Background: an optimization exercise with open tools, aiming at small area, a short achievable clock period and few clock cycles per item. Do not read the settings as production practice. Only simulation tests tie the RTL to the original design; equivalence was not proved. Power is estimated from default activity; no workload was simulated.

File: design/flow/config.mk
export PLATFORM = sky130hd
export DESIGN_NAME = light_event_schedule_table
export DESIGN_NICKNAME = light_event_schedule_table
export VERILOG_FILES = /design/flow/design.v
export SDC_FILE = /design/flow/constraint.sdc
export NUM_CORES = 4
export LEC_CHECK = 0
export CAP_MARGIN = 20
export CORE_MARGIN = 2
export CORE_UTILIZATION = 60
export CTS_CLUSTER_DIAMETER = 90
export CTS_CLUSTER_SIZE = 22
export SETUP_SLACK_MARGIN = 3.0
export SLEW_MARGIN = 20
File: design/flow/constraint.sdc
create_clock -name core_clock -period 6.0 [get_ports {clk_i}]
set_input_delay 1.2000 -clock core_clock [delete_from_list [all_inputs] [get_ports {clk_i}]]
set_output_delay 1.2000 -clock core_clock [all_outputs]
set_load 0.01 [all_outputs]
File: design/flow/design.v
package lest_pkg;
  localparam logic [2:0] OP_ON        = 3'd0;
  localparam logic [2:0] OP_OFF       = 3'd1;
  localparam logic [2:0] OP_REMOVE    = 3'd2;
  localparam logic [2:0] OP_RANDOMIZE = 3'd3;
  localparam logic [2:0] OP_TICK      = 3'd4;
  localparam logic [1:0] STAT_OK     = 2'd0;
  localparam logic [1:0] STAT_BOUNDS = 2'd1;
  localparam logic [1:0] STAT_FULL   = 2'd2;
  localparam logic [1:0] ACT_NONE = 2'd0;
  localparam logic [1:0] ACT_ON   = 2'd1;
  localparam logic [1:0] ACT_OFF  = 2'd2;
  localparam logic [3:0] DAY_EVERY   = 4'd7;
  localparam logic [3:0] DAY_WEEKDAY = 4'd8;
  localparam logic [3:0] DAY_WEEKEND = 4'd9;
  localparam logic [2:0] DAY_SUNDAY  = 3'd0;
  localparam logic [2:0] DAY_MONDAY  = 3'd1;
  localparam logic [2:0] DAY_FRIDAY  = 3'd5;
  localparam logic [2:0] DAY_SATURDAY = 3'd6;
  localparam int unsigned CmdW = 38;
  function automatic logic day_accepts(logic [3:0] code, logic [2:0] today);
    logic hit;
    hit = 1'b0;
    if (code == DAY_EVERY) hit = 1'b1;
    if (code == {1'b0, today}) hit = 1'b1;
    if (code == DAY_WEEKEND && (today == DAY_SATURDAY || today == DAY_SUNDAY)) hit = 1'b1;
    if (code == DAY_WEEKDAY && today >= DAY_MONDAY && today <= DAY_FRIDAY) hit = 1'b1;
    day_accepts = hit;
  endfunction
endpackage
import lest_pkg::*;
module lest_front #(
  parameter int unsigned LIGHT_COUNT = 32
) (
  input  logic [2:0]              operation_i,
  input  logic [7:0]              light_id_i,
  input  logic [3:0]              day_code_i,
  input  logic [10:0]             minute_i,
  input  logic signed [7:0]       random_offset_i,
  input  logic [2:0]              current_day_i,
  input  logic [10:0]             current_minute_i,
  output logic [lest_pkg::CmdW-1:0] cmd_o
);
  logic        light_ok;
  logic        is_tick;
  logic [12:0] due;
  assign light_ok = light_id_i < 8'(LIGHT_COUNT);
  assign is_tick  = operation_i == OP_TICK;
  assign due      = {2'b00, minute_i} + {{5{random_offset_i[7]}}, random_offset_i};
  assign cmd_o[37]    = (operation_i == OP_ON || operation_i == OP_OFF) && light_ok;
  assign cmd_o[36]    = operation_i == OP_OFF;
  assign cmd_o[35]    = operation_i == OP_REMOVE && light_ok;
  assign cmd_o[34]    = operation_i == OP_RANDOMIZE && light_ok;
  assign cmd_o[33]    = is_tick;
  assign cmd_o[32]    = (operation_i == OP_ON || operation_i == OP_OFF) && !light_ok;
  assign cmd_o[31:27] = light_id_i[4:0];
  assign cmd_o[26:23] = is_tick ? {1'b0, current_day_i} : day_code_i;
  assign cmd_o[22:12] = is_tick ? current_minute_i : minute_i;
  assign cmd_o[11]    = due[12:11] == 2'b00;
  assign cmd_o[10:0]  = due[10:0];
endmodule
import lest_pkg::*;
module lest_queue (
  input  logic                      clk_i,
  input  logic                      rst_ni,
  input  logic                      push_i,
  input  logic [lest_pkg::CmdW-1:0] data_i,
  output logic                      full_o,
  output logic                      vld_o,
  input  logic                      pop_i,
  output logic [lest_pkg::CmdW-1:0] data_o
);
  logic [lest_pkg::CmdW-1:0] slot_q;
  logic                      vld_q;
  assign full_o = vld_q && !pop_i;
  assign vld_o  = vld_q;
  assign data_o = slot_q;
  always_ff @(posedge clk_i or negedge rst_ni) begin
    if (!rst_ni) begin
      vld_q <= 1'b0;
    end else begin
      vld_q <= push_i || (vld_q && !pop_i);
    end
  end
  always_ff @(posedge clk_i) begin
    if (push_i) slot_q <= data_i;
  end
endmodule
import lest_pkg::*;
module lest_back #(
  parameter int unsigned TABLE_ENTRIES = 64
) (
  input  logic                      clk_i,
  input  logic                      rst_ni,
  input  logic                      q_vld_i,
  input  logic [lest_pkg::CmdW-1:0] q_cmd_i,
  output logic                      q_pop_o,
  output logic                      out_valid_o,
  input  logic                      out_stall_i,
  output logic [1:0]                status_o,
  output logic [7:0]                fired_light_o,
  output logic [1:0]                action_o,
  output logic                      last_o
);
  localparam int unsigned N = TABLE_ENTRIES;
  logic [4:0]  a_light;
  logic [3:0]  a_day;
  logic [10:0] a_minute;
  logic        a_tick;
  assign a_tick   = q_cmd_i[33];
  assign a_light  = q_cmd_i[31:27];
  assign a_day    = q_cmd_i[26:23];
  assign a_minute = q_cmd_i[22:12];
  logic                      s2_vld_q;
  logic [lest_pkg::CmdW-1:0] cmd_q;
  logic [N-1:0]              hit_q;
  logic        c_sched, c_off, c_rem, c_rnd, c_tick, c_bad;
  logic [4:0]  c_light;
  logic [3:0]  c_day;
  logic [10:0] c_minute;
  logic        c_dok;
  logic [10:0] c_due;
  assign c_sched  = cmd_q[37];
  assign c_off    = cmd_q[36];
  assign c_rem    = cmd_q[35];
  assign c_rnd    = cmd_q[34];
  assign c_tick   = cmd_q[33];
  assign c_bad    = cmd_q[32];
  assign c_light  = cmd_q[31:27];
  assign c_day    = cmd_q[26:23];
  assign c_minute = cmd_q[22:12];
  assign c_dok    = cmd_q[11];
  assign c_due    = cmd_q[10:0];
  logic [N-1:0] valid_q;
  logic [4:0]   light_q  [0:N-1];
  logic [3:0]   day_q    [0:N-1];
  logic [10:0]  minute_q [0:N-1];
  logic         off_q    [0:N-1];
  logic         dok_q    [0:N-1];
  logic [10:0]  due_q    [0:N-1];
  logic         out_vld_q;
  logic [1:0]   out_status_q;
  logic [4:0]   out_light_q;
  logic [1:0]   out_action_q;
  logic         out_last_q;
  logic         exec;
  logic         out_rdy;
  logic         emit;
  logic         t_emit;
  logic         dr_vld_q;
  logic [N-1:0] dr_q;
  logic         s2_done;
  logic         adv;
  logic [N-1:0] khit;
  logic [N-1:0] thit;
  logic         key_same;
  logic         sched_fires;
  logic         rnd_fires;
  logic [N-1:0] fire;
  logic [N-1:0] fire_below;
  logic [N-1:0] free;
  logic [N-1:0] free_below;
  logic [N-1:0] take;
  logic         full;
  logic [N-1:0] take_q;
  logic         full_q;
  logic [N-1:0] valid_d;
  always_comb begin
    valid_d = valid_q;
    if (c_sched) valid_d = valid_q | take_q;
    if (c_rem) valid_d = valid_q & ~hit_q;
  end
  logic         more;
  logic         any_fire;
  logic [4:0]   sel_light;
  logic         sel_off;
  always_comb begin
    for (int i = 0; i < N; i++) begin
      khit[i] = light_q[i] == a_light && day_q[i] == a_day && minute_q[i] == a_minute;
      thit[i] = dok_q[i] && due_q[i] == a_minute
                && lest_pkg::day_accepts(day_q[i], a_day[2:0]);
    end
  end
  assign key_same    = c_light == a_light && c_day == a_day && c_minute == a_minute;
  assign sched_fires = c_minute == a_minute && lest_pkg::day_accepts(c_day, a_day[2:0]);
  assign rnd_fires   = c_dok && c_due == a_minute && lest_pkg::day_accepts(c_day, a_day[2:0]);
  assign fire = dr_vld_q ? dr_q : hit_q & valid_q;
  assign free = ~valid_d;
  localparam int unsigned GS = 8;
  localparam int unsigned NG = N / GS;
  logic [NG-1:0] g_any, g_more, g_free, g_below, g_fbelow;
  logic [4:0]    g_light [0:NG-1];
  logic [NG-1:0] g_off;
  logic [N-1:0]  l_below, l_fbelow;
  always_comb begin
    for (int g = 0; g < NG; g++) begin
      l_below[g*GS]  = 1'b0;
      l_fbelow[g*GS] = 1'b0;
      for (int k = 1; k < GS; k++) begin
        l_below[g*GS+k]  = l_below[g*GS+k-1] || fire[g*GS+k-1];
        l_fbelow[g*GS+k] = l_fbelow[g*GS+k-1] || free[g*GS+k-1];
      end
      g_any[g]  = |fire[g*GS +: GS];
      g_free[g] = |free[g*GS +: GS];
      g_more[g] = |(fire[g*GS +: GS] & l_below[g*GS +: GS]);
      g_light[g] = '0;
      g_off[g]   = 1'b0;
      for (int k = 0; k < GS; k++) begin
        if (fire[g*GS+k] && !l_below[g*GS+k]) begin
          g_light[g] = g_light[g] | light_q[g*GS+k];
          g_off[g]   = g_off[g] | off_q[g*GS+k];
        end
      end
    end
    g_below[0]  = 1'b0;
    g_fbelow[0] = 1'b0;
    for (int g = 1; g < NG; g++) begin
      g_below[g]  = g_below[g-1] || g_any[g-1];
      g_fbelow[g] = g_fbelow[g-1] || g_free[g-1];
    end
    for (int i = 0; i < N; i++) begin
      fire_below[i] = g_below[i/GS] || l_below[i];
      free_below[i] = g_fbelow[i/GS] || l_fbelow[i];
    end
    take     = free & ~free_below;
    full     = !(|g_free);
    more     = (|g_more) || (|(g_any & g_below));
    any_fire = |g_any;
    sel_light = '0;
    sel_off   = 1'b0;
    for (int g = 0; g < NG; g++) begin
      if (g_any[g] && !g_below[g]) begin
        sel_light = sel_light | g_light[g];
        sel_off   = sel_off | g_off[g];
      end
    end
  end
  assign out_rdy = !out_vld_q || !out_stall_i;
  assign exec    = s2_vld_q && !dr_vld_q && out_rdy;
  assign s2_done = exec;
  assign emit    = exec || (dr_vld_q && out_rdy);
  assign t_emit  = dr_vld_q || c_tick;
  assign adv     = q_vld_i && (!s2_vld_q || s2_done);
  assign q_pop_o = adv;
  logic        w_dok;
  logic [10:0] w_due;
  logic [N-1:0] we_key;
  logic [N-1:0] we_due;
  assign w_dok  = c_sched || c_dok;
  assign w_due  = c_sched ? c_minute : c_due;
  assign we_key = {N{exec && c_sched}} & take_q;
  assign we_due = we_key | ({N{exec && c_rnd}} & hit_q);
  always_ff @(posedge clk_i) begin
    for (int i = 0; i < N; i++) begin
      if (we_key[i]) begin
        light_q[i]  <= c_light;
        day_q[i]    <= c_day;
        minute_q[i] <= c_minute;
        off_q[i]    <= c_off;
      end
      if (we_due[i]) begin
        dok_q[i]    <= w_dok;
        due_q[i]    <= w_due;
      end
    end
  end
  always_ff @(posedge clk_i) begin
    if (adv) begin
      cmd_q <= q_cmd_i;
      for (int i = 0; i < N; i++) begin
        if (a_tick) hit_q[i] <= we_key[i] ? sched_fires : (we_due[i] ? rnd_fires : thit[i]);
        else hit_q[i] <= we_key[i] ? key_same : khit[i];
      end
    end
  end
  always_ff @(posedge clk_i) begin
    if (emit && t_emit) dr_q <= fire & fire_below;
  end
  always_ff @(posedge clk_i or negedge rst_ni) begin
    if (!rst_ni) begin
      valid_q   <= '0;
      take_q    <= N'(1);
      full_q    <= 1'b0;
      s2_vld_q  <= 1'b0;
      dr_vld_q  <= 1'b0;
      out_vld_q <= 1'b0;
    end else begin
      if (exec) begin
        valid_q <= valid_d;
        take_q  <= take;
        full_q  <= full;
      end
      if (adv) s2_vld_q <= 1'b1;
      else if (s2_done) s2_vld_q <= 1'b0;
      if (emit && t_emit) dr_vld_q <= more;
      if (emit) out_vld_q <= 1'b1;
      else if (!out_stall_i) out_vld_q <= 1'b0;
    end
  end
  always_ff @(posedge clk_i) begin
    if (emit) begin
      out_status_q <= dr_vld_q ? STAT_OK : c_bad ? STAT_BOUNDS
                      : (c_sched && full_q) ? STAT_FULL : STAT_OK;
      out_light_q  <= t_emit ? sel_light : '0;
      out_action_q <= (t_emit && any_fire) ? (sel_off ? ACT_OFF : ACT_ON) : ACT_NONE;
      out_last_q   <= !(t_emit && more);
    end
  end
  assign out_valid_o   = out_vld_q;
  assign status_o      = out_status_q;
  assign fired_light_o = {3'b000, out_light_q};
  assign action_o      = out_action_q;
  assign last_o        = out_last_q;
endmodule
import lest_pkg::*;
module light_event_schedule_table #(
  parameter int unsigned TABLE_ENTRIES = 64,
  parameter int unsigned LIGHT_COUNT   = 32
) (
  input  logic              clk_i,
  input  logic              rst_ni,
  input  logic              in_valid_i,
  output logic              in_stall_o,
  input  logic [2:0]        operation_i,
  input  logic [7:0]        light_id_i,
  input  logic [3:0]        day_code_i,
  input  logic [10:0]       minute_i,
  input  logic signed [7:0] random_offset_i,
  input  logic [2:0]        current_day_i,
  input  logic [10:0]       current_minute_i,
  output logic              out_valid_o,
  input  logic              out_stall_i,
  output logic [1:0]        status_o,
  output logic [7:0]        fired_light_o,
  output logic [1:0]        action_o,
  output logic              last_o
);
  logic                      q_full;
  logic [lest_pkg::CmdW-1:0] q_wr_cmd;
  logic                      q_vld;
  logic                      q_pop;
  logic [lest_pkg::CmdW-1:0] q_rd_cmd;
  lest_front #(
    .LIGHT_COUNT(LIGHT_COUNT)
  ) u_front (
    .operation_i     (operation_i),
    .light_id_i      (light_id_i),
    .day_code_i      (day_code_i),
    .minute_i        (minute_i),
    .random_offset_i (random_offset_i),
    .current_day_i   (current_day_i),
    .current_minute_i(current_minute_i),
    .cmd_o           (q_wr_cmd)
  );
  assign in_stall_o = q_full;
  lest_queue u_queue (
    .clk_i (clk_i),
    .rst_ni(rst_ni),
    .push_i(in_valid_i && !q_full),
    .data_i(q_wr_cmd),
    .full_o(q_full),
    .vld_o (q_vld),
    .pop_i (q_pop),
    .data_o(q_rd_cmd)
  );
  lest_back #(
    .TABLE_ENTRIES(TABLE_ENTRIES)
  ) u_back (
    .clk_i        (clk_i),
    .rst_ni       (rst_ni),
    .q_vld_i      (q_vld),
    .q_cmd_i      (q_rd_cmd),
    .q_pop_o      (q_pop),
    .out_valid_o  (out_valid_o),
    .out_stall_i  (out_stall_i),
    .status_o     (status_o),
    .fired_light_o(fired_light_o),
    .action_o     (action_o),
    .last_o       (last_o)
  );
endmodule
File: design/flow/run.sh
#!/bin/bash
# synth_recipe.tcl (not shown) runs the flow's synth.tcl, then flattens the netlist and writes it again
# the make line also repeats each setting of config.mk as NAME=value (left out here)
make -C /OpenROAD-flow-scripts/flow DESIGN_CONFIG=/design/flow/config.mk WORK_HOME=/design/flow/orfs CLKGATE_MAP_FILE= SYNTH_SCRIPT=/design/flow/synth_recipe.tcl finish
==> results.yml, run 1 <==
sta:
  rsz0062_at_grt: "true"
  final_hold_viol_count: 0
  finalMaxSlewViolations: 0
  skew_ps: 27.9
  setup_viol: 0
  fmaxAchievable_mhz: 276
  worstMarginPinSlew_ps: 1220
  tns_ps: 0
  setup_slack_ps: 2370
  final_period_minus_worst_setup_slack_ps: 3630
  maxSlewHeadroom: 0.184
  fin_crit_sh: 0.605
synth:
  synth_edf_count: 2325
  yosysWarnings: 9
  avgSynthCellArea_um2: 14.0
  ys_types: 99
  synth_async_sr_flop_share: 0.0541
  synth_cells: 7951
  seq_area_frac_synth: 0.658
  synth_ff_type: "edfxtp_1"
  syn_area_mm2: 0.111
  synth_seq_cells: 2458
placement:
  dp_cells: 10300
  hpwl_mm: 216
  portBuffers: 63
  dp_slack_ps: 1070
  gp_congestion: 1.04
  place_area_mm2: 0.115
worst_setup_path:
  startpoint_type: "flop"
  max_stage_delay_ps: 590
  cp-end-kind: "flop"
  critPathKind: "flop to flop"
  crit_arrival_ps: 4340
  path_common_cell: "buf_4"
  cp_max_fo: 8
  path_buf_inv: 4
  crit_family: "compound AO/OA/AOI/OAI gates"
  crit_required_ps: 6710
  path_cells: "buf_12 -> buf_8 -> nand3b_1 -> nand4_4 -> buf_4 -> o41ai_2 -> buf_4 -> o21ai_0 -> nor4b_4 -> o2111ai_2 -> a211oi_2 -> or2_1"
  cp_slowest_cell: "dfrtp_4"
floorplan:
  core_area_mm2: 0.185
  die_area_mm2: 0.189
  chipHeight_um: 434
  start_util: 0.602
  rows: 158
  ioPinCount: 67
  die_x_um: 434
clock_network:
  cts_root_buf: "clkbuf_16"
  clk_pin_slew_worst_paths_ps: 100
  cts_sinks: 2458
  cts_buffers: 132
  clk_latency_ps: 840
  clockBufferDepth: 3
  htree_levels: 4
  cts_tree: "built"
power_and_ir_drop:
  netSwitchingPower_mw: 6.51
  power_frac_clock: 0.331
  seq_power_share: 0.626
  power_mw: 30.1
  vdd_drop_max_v: 0.000308
  switching_share: 0.216
  p_leak_nw: 39.5
  power.density_mw_per_mm2: 241
  p_int_mw: 23.6
  combPwrFrac: 0.042
route:
  drt-total-wl_mm: 396
  wl_per_cell_um: 36.6
  drtAntennaViolNets: 0
  drtIter0Drc: 13700
  vias: 74900
  drt-pass1-iter-count: 7
  drc: 0
  vias_per_cell: 6.90
outcome:
  outcome: "timing/DRC/antenna clean"
final_layout:
  final_area_mm2: 0.125
  fill_cells: 13100
  fin_nets: 8346
  final_cells: 10800
  area_growth_pct: 12.3
  drive_gt1_frac: 0.139
global_routing:
  track_usage: 0.408
  antenna_found_initial: 27
  grt_pass1_wl_mm: 530
  gr-total-overflow: 0
  grt_pass1_vias: 68500
  grt_max_degree: 71
flow_run:
  max_cap_viol_count: 0
worst_hold_path:
  min_path_type: "input pin to asynchronous set/reset pin"
worst register-to-register path: stages, from the launching register on:
cell and delay, ps:
dfrtp_4 590, buf_12 190, buf_8 150, nand3b_1 220
nand4_4 200, buf_4 200, o41ai_2 360, buf_4 210
o21ai_0 170, nor4b_4 470, o2111ai_2 300, a211oi_2 330
or2_1 140
area by class of cell:
| cell class | instances | area (um2) | share of cell area |
|---|---|---|---|
| multi-input combinational | 4981 | 37900 | 0.304 |
| tap | 2480 | 3100 | 0.0248 |
| antenna | 15 | 37.5 | 0.000300 |
| timing repair inverter | 97 | 648 | 0.00519 |
| inverter | 153 | 821 | 0.00657 |
| sequential | 2458 | 73200 | 0.586 |
| timing repair buffer | 458 | 5320 | 0.0426 |
| clock buffer | 186 | 3710 | 0.0297 |
| clock inverter | 17 | 184 | 0.00147 |
logic make-up (layout without fill, tap and decap cells):
kind of cell / after synthesis / in the layout / share of synthesized area
flip-flops: 2458 / 2458 / 0.658
XOR/XNOR: 2022 / 2022 / 0.159
AND/OR/NAND/NOR: 1842 / 1847 / 0.0870
AO/OA/AOI/OAI: 938 / 938 / 0.0539
buffers and inverters: 519 / 911 / 0.0193
multiplexers: 156 / 156 / 0.0210
adder cells (fa/ha/maj): 15 / 15 / 0.00171
other: 1 / 18 / 0.0000337
per-stage QoR:
stage | utilization | hold WS (ps)
2_1_floorplan | - | 400
3_5_place_dp | 0.624 | 405
4_1_cts | 0.662 | 279
5_1_grt | 0.676 | 297
6_report | 0.676 | 282
3_3_place_gp | 0.624 | 402
cell usage in the layout (no fill, tap or decap), types with 24 or more instances in the layout:
cell,Yosys,routed
edfxtp_1,2325,2325
xnor2_1,1337,1335
xor2_1,685,685
nand2_1,540,421
nand4_1,285,285
nand3_1,293,281
a21oi_1,256,236
buf_4,6,235
o21ai_0,191,176
clkbuf_16,0,151
nor3_1,159,145
nor4_1,146,142
nor2_1,150,139
clkinvlp_4,0,131
dfrtp_1,132,130
a31oi_1,109,100
nand2_2,3,89
inv_1,153,87
mux2i_1,73,71
buf_12,0,63
mux4_2,59,59
or4_1,63,56
buf_6,9,52
clkdlybuf4s50_1,0,49
a22oi_1,48,46
clkbuf_1,130,44
o22ai_1,64,36
nand3b_1,35,35
clkinvlp_2,0,32
a22o_1,31,31
nand2_4,0,31
and2_1,35,30
o22ai_2,3,26
o21ai_1,16,25
a221oi_1,31,24
Yosys cell counts (146+ instances only):
master / count / area [um2]
nand2_1: 540 / 2030
nor4_1: 146 / 913
inv_1: 153 / 574
edfxtp_1: 2325 / 69800
nor2_1: 150 / 563
nor3_1: 159 / 796
nand3_1: 293 / 1470
xnor2_1: 1337 / 11700
o21ai_0: 191 / 956
nand4_1: 285 / 1780
a21oi_1: 256 / 1280
xor2_1: 685 / 6000
sequential cells by signal, summed over array words and instances, names as in the netlist, 2 cells and up:
register / count
u_back.due_q: 704
u_back.minute_q: 704
u_back.light_q: 320
u_back.day_q: 256
u_back.dok_q: 64
u_back.hit_q: 64
u_back.off_q: 64
u_back.take_q: 64
u_back.valid_q: 64
u_back.dr_q: 63
u_back.cmd_q: 38
u_queue.slot_q: 38
u_back.out_light_q: 5
u_back.out_action_q: 2
u_back.out_status_q: 2
worst paths after layout:
kind                                   start           endpoint  cells past startpoint  slack, ps
setup / recovery             u_back.dr_vld_q  u_back.out_last_q                     12       2370
hold / removal                        rst_ni   u_back.take_q[1]                      1        280
setup reg to reg             u_back.dr_vld_q  u_back.out_last_q                     12       2370
hold reg to reg            u_queue.slot_q[5]    u_back.cmd_q[5]                      0        430
max in group asynchronous             rst_ni    u_back.dr_vld_q                      2       4520
min in group core_clock    u_queue.slot_q[5]    u_back.cmd_q[5]                      0        430
timing repair:
item / 4_1_cts / 5_1_grt
hold buffers: 0 / 0
gates resized for setup: 387 / 293
hold endpoints to repair: 0 / 0
endpoints found under the setup margin: 2771 / 1818
cloned: 36 / 89
pin swaps: 52 / 63
buffers inserted: 116 / 85
power groups by stage:
stage | combinational (mW) | sequential, mW | clock, mW
floorplan | 0.681 | 19.2 | 0
global placement | 1.01 | 19.2 | 0
detailed placement | 1.03 | 19.2 | 0
CTS | 1.11 | 18.8 | 9.98
global route | 1.35 | 18.9 | 10.5
finish | 1.27 | 18.9 | 9.98
routing by layer:
layer | wire length [um] | vias to the layer above | share of wire | global-route usage
li1 | - | 30000 | - | -
met1 | 145000 | 38100 | 0.37 | 0.567
met2 | 177000 | 5653 | 0.45 | 0.621
met3 | 52800 | 1078 | 0.13 | 0.0925
met4 | 21700 | 16 | 0.055 | 0.183
met5 | 108 | - | 0.00027 | 0
Testbench counts, summed over its fixed seeds: cycles 3,536, items 3,200.
==> run 2, diff against run 1 <==
--- a/design/flow/design.v
+++ b/design/flow/design.v
@@ -158,4 +158,3 @@
   logic         rnd_fires;
-  logic [N-1:0] fire;
-  logic [N-1:0] fire_below;
+  logic [N-1:0] fire_rest;
   logic [N-1:0] free;
@@ -186,3 +185,2 @@
   assign rnd_fires   = c_dok && c_due == a_minute && lest_pkg::day_accepts(c_day, a_day[2:0]);
-  assign fire = dr_vld_q ? dr_q : hit_q & valid_q;
   assign free = ~valid_d;
@@ -190,49 +188,52 @@
   localparam int unsigned NG = N / GS;
-  logic [NG-1:0] g_any, g_more, g_free, g_below, g_fbelow;
-  logic [4:0]    g_light [0:NG-1];
-  logic [NG-1:0] g_off;
-  logic [N-1:0]  l_below, l_fbelow;
+  logic [NG-1:0] g_free, g_fbelow;
+  logic [N-1:0]  l_fbelow;
   always_comb begin
     for (int g = 0; g < NG; g++) begin
-      l_below[g*GS]  = 1'b0;
       l_fbelow[g*GS] = 1'b0;
-      for (int k = 1; k < GS; k++) begin
-        l_below[g*GS+k]  = l_below[g*GS+k-1] || fire[g*GS+k-1];
-        l_fbelow[g*GS+k] = l_fbelow[g*GS+k-1] || free[g*GS+k-1];
-      end
-      g_any[g]  = |fire[g*GS +: GS];
+      for (int k = 1; k < GS; k++) l_fbelow[g*GS+k] = l_fbelow[g*GS+k-1] || free[g*GS+k-1];
       g_free[g] = |free[g*GS +: GS];
-      g_more[g] = |(fire[g*GS +: GS] & l_below[g*GS +: GS]);
-      g_light[g] = '0;
-      g_off[g]   = 1'b0;
-      for (int k = 0; k < GS; k++) begin
-        if (fire[g*GS+k] && !l_below[g*GS+k]) begin
-          g_light[g] = g_light[g] | light_q[g*GS+k];
-          g_off[g]   = g_off[g] | off_q[g*GS+k];
-        end
-      end
     end
-    g_below[0]  = 1'b0;
     g_fbelow[0] = 1'b0;
-    for (int g = 1; g < NG; g++) begin
-      g_below[g]  = g_below[g-1] || g_any[g-1];
-      g_fbelow[g] = g_fbelow[g-1] || g_free[g-1];
-    end
+    for (int g = 1; g < NG; g++) g_fbelow[g] = g_fbelow[g-1] || g_free[g-1];
+    for (int i = 0; i < N; i++) free_below[i] = g_fbelow[i/GS] || l_fbelow[i];
+    take = free & ~free_below;
+    full = !(|g_free);
+  end
+  logic [5*N-1:0] light_flat;
+  logic [N-1:0]   off_flat;
+  logic [N-1:0]   rest_a, rest_b;
+  logic           more_a, more_b, any_a, any_b, off_a, off_b;
+  logic [4:0]     light_a, light_b;
+  always_comb begin
     for (int i = 0; i < N; i++) begin
-      fire_below[i] = g_below[i/GS] || l_below[i];
-      free_below[i] = g_fbelow[i/GS] || l_fbelow[i];
-    end
-    take     = free & ~free_below;
-    full     = !(|g_free);
-    more     = (|g_more) || (|(g_any & g_below));
-    any_fire = |g_any;
-    sel_light = '0;
-    sel_off   = 1'b0;
-    for (int g = 0; g < NG; g++) begin
-      if (g_any[g] && !g_below[g]) begin
-        sel_light = sel_light | g_light[g];
-        sel_off   = sel_off | g_off[g];
-      end
+      light_flat[5*i +: 5] = light_q[i];
+      off_flat[i]          = off_q[i];
     end
   end
+  lest_pick #(.N(N)) u_pick_a (
+    .vec_i  (hit_q & valid_q),
+    .light_i(light_flat),
+    .off_i  (off_flat),
+    .rest_o (rest_a),
+    .more_o (more_a),
+    .any_o  (any_a),
+    .light_o(light_a),
+    .off_o  (off_a)
+  );
+  lest_pick #(.N(N)) u_pick_b (
+    .vec_i  (dr_q),
+    .light_i(light_flat),
+    .off_i  (off_flat),
+    .rest_o (rest_b),
+    .more_o (more_b),
+    .any_o  (any_b),
+    .light_o(light_b),
+    .off_o  (off_b)
+  );
+  assign more      = dr_vld_q ? more_b : more_a;
+  assign any_fire  = dr_vld_q ? any_b : any_a;
+  assign sel_light = dr_vld_q ? light_b : light_a;
+  assign sel_off   = dr_vld_q ? off_b : off_a;
+  assign fire_rest = dr_vld_q ? rest_b : rest_a;
   assign out_rdy = !out_vld_q || !out_stall_i;
@@ -276,3 +277,3 @@
   always_ff @(posedge clk_i) begin
-    if (emit && t_emit) dr_q <= fire & fire_below;
+    if (emit && t_emit) dr_q <= fire_rest;
   end
@@ -314,2 +315,50 @@
 endmodule
+module lest_pick #(
+  parameter int unsigned N = 64
+) (
+  input  logic [N-1:0]   vec_i,
+  input  logic [5*N-1:0] light_i,
+  input  logic [N-1:0]   off_i,
+  output logic [N-1:0]   rest_o,
+  output logic           more_o,
+  output logic           any_o,
+  output logic [4:0]     light_o,
+  output logic           off_o
+);
+  localparam int unsigned GS = 8;
+  localparam int unsigned NG = N / GS;
+  logic [NG-1:0] g_any, g_more, g_below;
+  logic [4:0]    g_light [0:NG-1];
+  logic [NG-1:0] g_off;
+  logic [N-1:0]  l_below;
+  always_comb begin
+    for (int g = 0; g < NG; g++) begin
+      l_below[g*GS] = 1'b0;
+      for (int k = 1; k < GS; k++) l_below[g*GS+k] = l_below[g*GS+k-1] || vec_i[g*GS+k-1];
+      g_any[g]   = |vec_i[g*GS +: GS];
+      g_more[g]  = |(vec_i[g*GS +: GS] & l_below[g*GS +: GS]);
+      g_light[g] = '0;
+      g_off[g]   = 1'b0;
+      for (int k = 0; k < GS; k++) begin
+        if (vec_i[g*GS+k] && !l_below[g*GS+k]) begin
+          g_light[g] = g_light[g] | light_i[5*(g*GS+k) +: 5];
+          g_off[g]   = g_off[g] | off_i[g*GS+k];
+        end
+      end
+    end
+    g_below[0] = 1'b0;
+    for (int g = 1; g < NG; g++) g_below[g] = g_below[g-1] || g_any[g-1];
+    for (int i = 0; i < N; i++) rest_o[i] = vec_i[i] && (g_below[i/GS] || l_below[i]);
+    more_o  = (|g_more) || (|(g_any & g_below));
+    any_o   = |g_any;
+    light_o = '0;
+    off_o   = 1'b0;
+    for (int g = 0; g < NG; g++) begin
+      if (g_any[g] && !g_below[g]) begin
+        light_o = light_o | g_light[g];
+        off_o   = off_o | g_off[g];
+      end
+    end
+  end
+endmodule
 import lest_pkg::*;
==> run 2 against run 1 <==
- highest routed layer unchanged
- sequential power about the same
- critical path depth down 3
- combinational power rose to 2.6 times the previous value
- critical endpoint is now u_back.out_light_q[0]
- total power up 7.6%
- worst setup slack better by 250 ps
==> results.yml, run 2 <==
outcome:
  outcome: "timing/DRC/antenna clean"
sta:
  setup_viol: 0
  final_period_minus_worst_setup_slack_ps: 3380
  worstMarginPinSlew_ps: 1240
  setup_slack_ps: 2620
  final_hold_viol_count: 0
  fin_crit_sh: 0.563
  rsz0062_at_grt: "true"
  fmaxAchievable_mhz: 296
  skew_ps: 37.7
  finalMaxSlewViolations: 0
  maxSlewHeadroom: 0.172
  holdWs_ps: 311
  tns_ps: 0
route:
  drc: 0
  drtAntennaViolNets: 0
  drt-pass1-iter-count: 10
  vias: 83700
  vias_per_cell: 7.12
  wl_per_cell_um: 37.8
  drt-total-wl_mm: 444
  drtIter0Drc: 16100
final_layout:
  final_common_cell: "edfxtp_1"
  top_regs: "u_back.due_q x704, u_back.minute_q x704, u_back.light_q x320"
  layout_common_cells: "edfxtp_1, xor2_1, xnor2_1"
  area_growth_pct: 11.5
  drive_gt1_frac: 0.120
  fill_cells: 13700
  fin_nets: 9170
  final_area_mm2: 0.129
  utilization: 0.671
clock_network:
  cts_sinks: 2458
  clk_pin_slew_worst_paths_ps: 90
  cts_tree: "built"
  clk_latency_ps: 860
  clockBufferDepth: 3
  htree_levels: 4
  cts_root_buf: "clkbuf_16"
  cts_buffers: 134
  ctsHoldBuffers: 0
worst_setup_path:
  cp-end-kind: "flop"
  cp_max_fo: 4
  worstRegToRegCells: 9
  crit_arrival_ps: 3970
  rrSetupSlack_ps: 2620
  crit_required_ps: 6590
  startpoint_type: "flop"
  critPathKind: "flop to flop"
power_and_ir_drop:
  vdd_drop_max_v: 0.000367
  p_leak_nw: 41.4
  power.density_mw_per_mm2: 252
placement:
  dp_slack_ps: 1250
  hpwl_mm: 253
  portBuffers: 63
  gp_congestion: 1.06
  place_area_mm2: 0.120
synth:
  avgSynthCellArea_um2: 12.9
  yosysWarnings: 10
  synth_async_sr_flop_share: 0.0541
  synth_edf_count: 2325
  synth_ff_type: "edfxtp_1"
  syn_area_mm2: 0.116
  synth.top_cell.area_share: 0.604
  synth_common_cells: "edfxtp_1, xor2_1, xnor2_1, nand2_1, nand3_1"
  yosysTopAreaCell: "edfxtp_1"
  synth_most_common_cell: "edfxtp_1"
  synth_seq_cells: 2458
  ys_types: 90
  seq_area_frac_synth: 0.633
  yosys-top-cells-area: "edfxtp_1, xor2_1, xnor2_1"
  synth_cells: 8953
floorplan:
  die_x_um: 443
  rows: 161
  die_area_mm2: 0.196
  chipHeight_um: 443
  start_util: 0.602
  core_area_mm2: 0.192
  ioPinCount: 67
global_routing:
  grt_max_degree: 126
  gr-total-overflow: 0
  grt_pass1_wl_mm: 603
  track_usage: 0.442
  antenna_found_initial: 34
  grt_pass1_vias: 77500
worst_hold_path:
  min_path_type: "input pin to asynchronous set/reset pin"
flow_run:
  max_cap_viol_count: 0
run 2: cell type report:
class | count | area (um2) | share of cell area
flip-flops and latches | 2458 | 73200 | 0.568
multi-input cells | 5845 | 42300 | 0.329
repair buffers | 503 | 5230 | 0.0406
clock buffers | 220 | 3760 | 0.0292
well taps | 2526 | 3160 | 0.0245
inverters | 158 | 823 | 0.00639
clock inverters | 20 | 285 | 0.00221
diodes | 14 | 35.0 | 0.000272
repair inverters | 5 | 25.0 | 0.000194
run 2: critical path: stages (launching register included):
cell and delay (ps):
edfxtp_1 530, a222oi_1 620, nand4_1 190, buf_6 170, nand4_1 110, buf_6 160
a31oi_4 80, a2111oi_4 400, o211ai_1 410, o311a_1 430
run 2: per-layer routing:
layer / routed length (um) / track usage / up-vias / part of all wire
met5: 120 / 0 / - / 0.00027
met3: 63500 / 0.106 / 1457 / 0.14
met4: 30700 / 0.254 / 18 / 0.069
met1: 155000 / 0.594 / 41500 / 0.35
li1: - / - / 33700 / -
met2: 195000 / 0.661 / 6968 / 0.44
run 2: cells by family (layout without fill, tap and decap cells):
kind of cell | Yosys count | after routing | synth area share
buf+inv | 656 | 906 | 0.0218
fa+ha+maj | 17 | 17 | 0.00182
compound gates | 1410 | 1410 | 0.0810
flops | 2458 | 2458 | 0.633
xor+xnor | 2026 | 2026 | 0.154
other cells | 1 | 17 | 0.0000325
mux | 104 | 104 | 0.00971
simple gates | 2281 | 2285 | 0.0989
run 2: final timing paths:
path / endpoint / start
max: u_back.out_light_q[0] / u_back.hit_q[30]
max reg2reg: u_back.out_light_q[0] / u_back.hit_q[30]
min: u_back.valid_q[60] / rst_ni
min reg2reg: u_back.cmd_q[8] / u_queue.slot_q[8]
max in group asynchronous: u_back.s2_vld_q / rst_ni
min in group core_clock: u_back.cmd_q[8] / u_queue.slot_q[8]
run 2: per-stage QoR:
step	std cells	total power [mW]
2_1_floorplan	8955	20.8
3_3_place_gp	11200	21.9
3_5_place_dp	11200	21.9
4_1_cts	11600	31.9
5_1_grt	11700	33.1
6_report	11700	32.4
run 2: what timing repair did:
item | in CTS | in global routing
cloned | 13 | 11
buffers inserted | 168 | 84
pin swaps | 43 | 57
gates resized for setup | 271 | 212
endpoints found under the setup margin | 399 | 159
run 2: report_power, final:
part	internal, mW	switching [mW]	total, mW	leakage, nW
sequential	18.7	0.351	19.0	22.7
combinational	1.09	2.18	3.27	16.7
clock	4.45	5.66	10.1	1.93
total	24.2	8.19	32.4	41.4
Testbench counts of run 2, summed over its fixed seeds: cycles 3,536, items 3,200.
==> run 3, diff against run 2 <==
--- a/design/flow/design.v
+++ b/design/flow/design.v
@@ -72,12 +72,20 @@
 );
-  logic [lest_pkg::CmdW-1:0] slot_q;
-  logic                      vld_q;
-  assign full_o = vld_q && !pop_i;
-  assign vld_o  = vld_q;
-  assign data_o = slot_q;
+  logic [lest_pkg::CmdW-1:0] slot_a_q;
+  logic [lest_pkg::CmdW-1:0] slot_b_q;
+  logic                      vld_a_q;
+  logic                      vld_b_q;
+  assign full_o = vld_b_q;
+  assign vld_o  = vld_a_q;
+  assign data_o = slot_a_q;
   always_ff @(posedge clk_i or negedge rst_ni) begin
     if (!rst_ni) begin
-      vld_q <= 1'b0;
+      vld_a_q <= 1'b0;
+      vld_b_q <= 1'b0;
     end else begin
-      vld_q <= push_i || (vld_q && !pop_i);
+      if (vld_b_q) begin
+        if (pop_i) vld_b_q <= 1'b0;
+      end else begin
+        vld_a_q <= (vld_a_q && !pop_i) || push_i;
+        vld_b_q <= vld_a_q && !pop_i && push_i;
+      end
     end
@@ -85,3 +93,8 @@
   always_ff @(posedge clk_i) begin
-    if (push_i) slot_q <= data_i;
+    if (vld_b_q) begin
+      if (pop_i) slot_a_q <= slot_b_q;
+    end else begin
+      if (push_i && (!vld_a_q || pop_i)) slot_a_q <= data_i;
+      if (push_i && vld_a_q && !pop_i) slot_b_q <= data_i;
+    end
   end
--- a/design/flow/config.mk
+++ b/design/flow/config.mk
@@ -9,6 +9,6 @@
 export CORE_MARGIN = 2
-export CORE_UTILIZATION = 60
-export CTS_CLUSTER_DIAMETER = 90
-export CTS_CLUSTER_SIZE = 22
-export SETUP_SLACK_MARGIN = 3.0
+export CORE_UTILIZATION = 40
+export CTS_CLUSTER_DIAMETER = 100
+export CTS_CLUSTER_SIZE = 24
+export SETUP_SLACK_MARGIN = 3.3
 export SLEW_MARGIN = 20
==> run 3 against run 2 <==
- utilization down 20 points
- maximum frequency shrank 1.2%
- routed wire length grew 9.6%
- total power rose by 7.6%
- final cell count is 14% higher
- die area increased by 51%
- flip-flop and latch count grew 39
- via count is 1.8% higher
- sequential share of layout area fell by 2.1 points
- clock skew rose by 34 ps
- clock power decreased by 4%
==> results.yml, run 3 <==
final_layout:
  fin_nets: 9408
  final_common_cell: "edfxtp_1"
  top_regs: "u_back.due_q x704, u_back.minute_q x704, u_back.light_q x320"
  layout_common_cells: "edfxtp_1, xnor2_1, nand2_1"
  utilization: 0.467
  area_growth_pct: 16.2
  final_area_mm2: 0.136
  multi_input_area_mm2: 0.0437
  regArea_mm2: 0.0743
  fill_cells: 25500
  drive_gt1_frac: 0.163
floorplan:
  die_x_um: 545
  start_util: 0.402
  core_area_mm2: 0.291
  chipHeight_um: 545
  die_area_mm2: 0.297
  ioPinCount: 67
  rows: 198
sta:
  skew_ps: 71.8
  worstMarginPinSlew_ps: 1240
  rsz0062_at_grt: "true"
  final_hold_viol_count: 0
  holdWs_ps: 272
  fmaxAchievable_mhz: 292
  final_period_minus_worst_setup_slack_ps: 3420
  fin_crit_sh: 0.570
  tns_ps: 0
  finalMaxSlewViolations: 0
  maxSlewHeadroom: 0.173
  setup_viol: 0
worst_setup_path:
  timing.rr.start: "u_back.dr_q[22]"
  startpoint_type: "flop"
  rrSetupSlack_ps: 2580
  reg2reg_to: "u_back.out_light_q[4]"
  cp-end-kind: "flop"
  cp_max_fo: 13
  worstRegToRegCells: 7
  crit_arrival_ps: 4050
  critPathKind: "flop to flop"
  crit_required_ps: 6620
global_routing:
  gr-total-overflow: 0
  grt_pass1_vias: 79300
  grt_max_degree: 103
  track_usage: 0.317
  antenna_found_initial: 49
  grt_pass1_wl_mm: 654
synth:
  ys_types: 86
  yosysTopAreaCell: "edfxtp_1"
  synth_common_cells: "edfxtp_1, xnor2_1, nand2_1, xor2_1, nand4_1"
  yosys-top-cells-area: "edfxtp_1, xnor2_1, xor2_1"
  synth.top_cell.area_share: 0.606
  synth_cells: 8949
  synth_async_sr_flop_share: 0.0537
  yosysWarnings: 10
  seq_area_frac_synth: 0.635
  synth_most_common_cell: "edfxtp_1"
  synth_ff_type: "edfxtp_1"
  avgSynthCellArea_um2: 13.1
  syn_area_mm2: 0.117
  synth_seq_cells: 2497
  synth_edf_count: 2363
placement:
  gp_congestion: 1.08
  hpwl_mm: 272
  place_area_mm2: 0.123
  portBuffers: 63
route:
  drtIter0Drc: 15300
  drtAntennaViolNets: 0
  drc: 0
  wl_met1_mm: 181
  wl_met3_mm: 57.9
  vias_per_cell: 6.38
  drt-pass1-iter-count: 10
  vias: 85200
  highest_layer: "met5"
  drt-total-wl_mm: 486
  wl_met2_mm: 214
  wl_per_cell_um: 36.4
clock_network:
  cts_root_buf: "clkbuf_16"
  htree_levels: 3
  clockBufferDepth: 3
  cts_buffers: 119
  cts_sinks: 2497
  cts_tree: "built"
  clk_pin_slew_worst_paths_ps: 110
  clk_latency_ps: 910
power_and_ir_drop:
  p_leak_nw: 42.1
  vdd_drop_max_v: 0.000286
  power.density_mw_per_mm2: 256
outcome:
  outcome: "timing/DRC/antenna clean"
worst_hold_path:
  min_path_type: "input pin to asynchronous set/reset pin"
flow_run:
  max_cap_viol_count: 0
run 3: cell types whose count changed in the layout (fill, tap and decap cells not counted), sizes merged, moves of 32 or more:
cell      change
o21ai        -48
nor2         -63
buf         +215
a31o         +49
a21oi        -41
nor4        -184
o211a        +43
a2111oi      -46
xor2        -892
nand4       +191
clkinvlp     +32
edfxtp       +38
xnor2       +890
run 3: final cells by class:
type,count,area share
flip-flops and latches,2497,0.547
repair inverters,31,0.00144
repair buffers,726,0.0621
diodes,21,0.000386
well taps,3900,0.0359
inverters,157,0.00610
multi-input cells,5811,0.321
clock inverters,21,0.00152
clock buffers,190,0.0247
run 3: worst max-delay path by stage:
stage | from | slack (ps) | to
2_1_floorplan | out_stall_i | 2680 | u_back.dr_q[10]
3_3_place_gp | u_back.hit_q[12] | 1620 | u_back.out_light_q[0]
3_5_place_dp | u_back.cmd_q[37] | 1590 | u_back.take_q[37]
4_1_cts | u_back.dr_q[1] | 2750 | u_back.out_light_q[1]
5_1_grt | u_back.dr_q[19] | 2700 | u_back.out_action_q[1]
6_report | u_back.dr_q[22] | 2580 | u_back.out_light_q[4]
run 3: critical path, cell delays in order (launching register included):
cell and delay [ps]:
edfxtp_1 770, mux2_2 410, mux2i_1 190, o21ai_0 130
a31oi_1 940, o22ai_2 230, o41ai_1 420, a41oi_1 80
run 3: where the power goes:
part | leakage [nW] | total (mW) | switching (mW) | internal [mW]
combinational | 17.3 | 5.65 | 3.60 | 2.05
clock | 1.71 | 9.71 | 5.79 | 3.92
sequential | 23.1 | 19.5 | 0.423 | 19.1
run 3: what timing repair did:
action	CTS	global route
cloned	73	9
buffers inserted	262	156
endpoints found under the setup margin	2861	1634
hold buffers	0	0
pin swaps	108	128
gates resized for setup	677	298
run 3: stage by stage:
stage / power, mW / worst slack (ps) / cells
2_1_floorplan: 22.6 / 2680 / 8951
3_3_place_gp: 24.2 / 1620 / 12600
3_5_place_dp: 24.3 / 1590 / 12600
4_1_cts: 34.4 / 2750 / 13200
5_1_grt: 35.7 / 2700 / 13300
6_report: 34.9 / 2580 / 13400
run 3: routing by layer:
| metal | vias up | global-route usage |
|---|---|---|
| met4 | 32 | 0.180 |
| met3 | 1282 | 0.0703 |
| met1 | 43500 | 0.415 |
| met2 | 6111 | 0.485 |
| met5 | - | 0.00244 |
| li1 | 34200 | - |
run 3: cells by family (layout without fill, tap and decap cells):
| family | Yosys count | after routing | synth area share |
|---|---|---|---|
| XOR/XNOR | 2024 | 2024 | 0.151 |
| adder cells (fa/ha/maj) | 14 | 14 | 0.00154 |
| flip-flops | 2497 | 2497 | 0.635 |
| other | 1 | 24 | 0.0000320 |
| AO/OA/AOI/OAI | 1402 | 1402 | 0.0822 |
| buffers and inverters | 654 | 1125 | 0.0214 |
| multiplexers | 135 | 135 | 0.0121 |
| AND/OR/NAND/NOR | 2222 | 2233 | 0.0963 |
Testbench counts of run 3, summed over its fixed seeds: cycles 3,536, items 3,200.

port drivers added, routing unchanged:
In the flow no input, the clock included, has a driving cell. The finished layouts below were timed again as built, in two steps. Step 1 assumes that a clkbuf_16 drives the clock port and a buf_2 every other input. Step 2 times the ports against the registers' clock, not the clock port: input delays grow and output delays shrink by t, the midpoint of the rising clock arrivals with the driver on. Slacks: ideal / step 1 / step 2; pairs: ideal / step 1.
| run | t, ns | slack for setup (ns) | worst setup path at the end | slew at the worst register clock pin (ns) |
|---|---|---|---|---|
| run 1 | 0.925 | 2.373 / 2.373 / 2.163 | input to register | 0.10 / 0.10 |
| run 2 | 0.938 | 2.621 / 2.621 / 2.125 | input to register | 0.10 / 0.10 |
| run 3 | 0.957 | 2.578 / 2.578 / 2.375 | input to register | 0.11 / 0.11 |
After both steps every run listed still meets setup and hold. For run 2, which loses most, drivers alone change the setup slack by 0.000 ns; drivers and shift together by -0.496 ns.
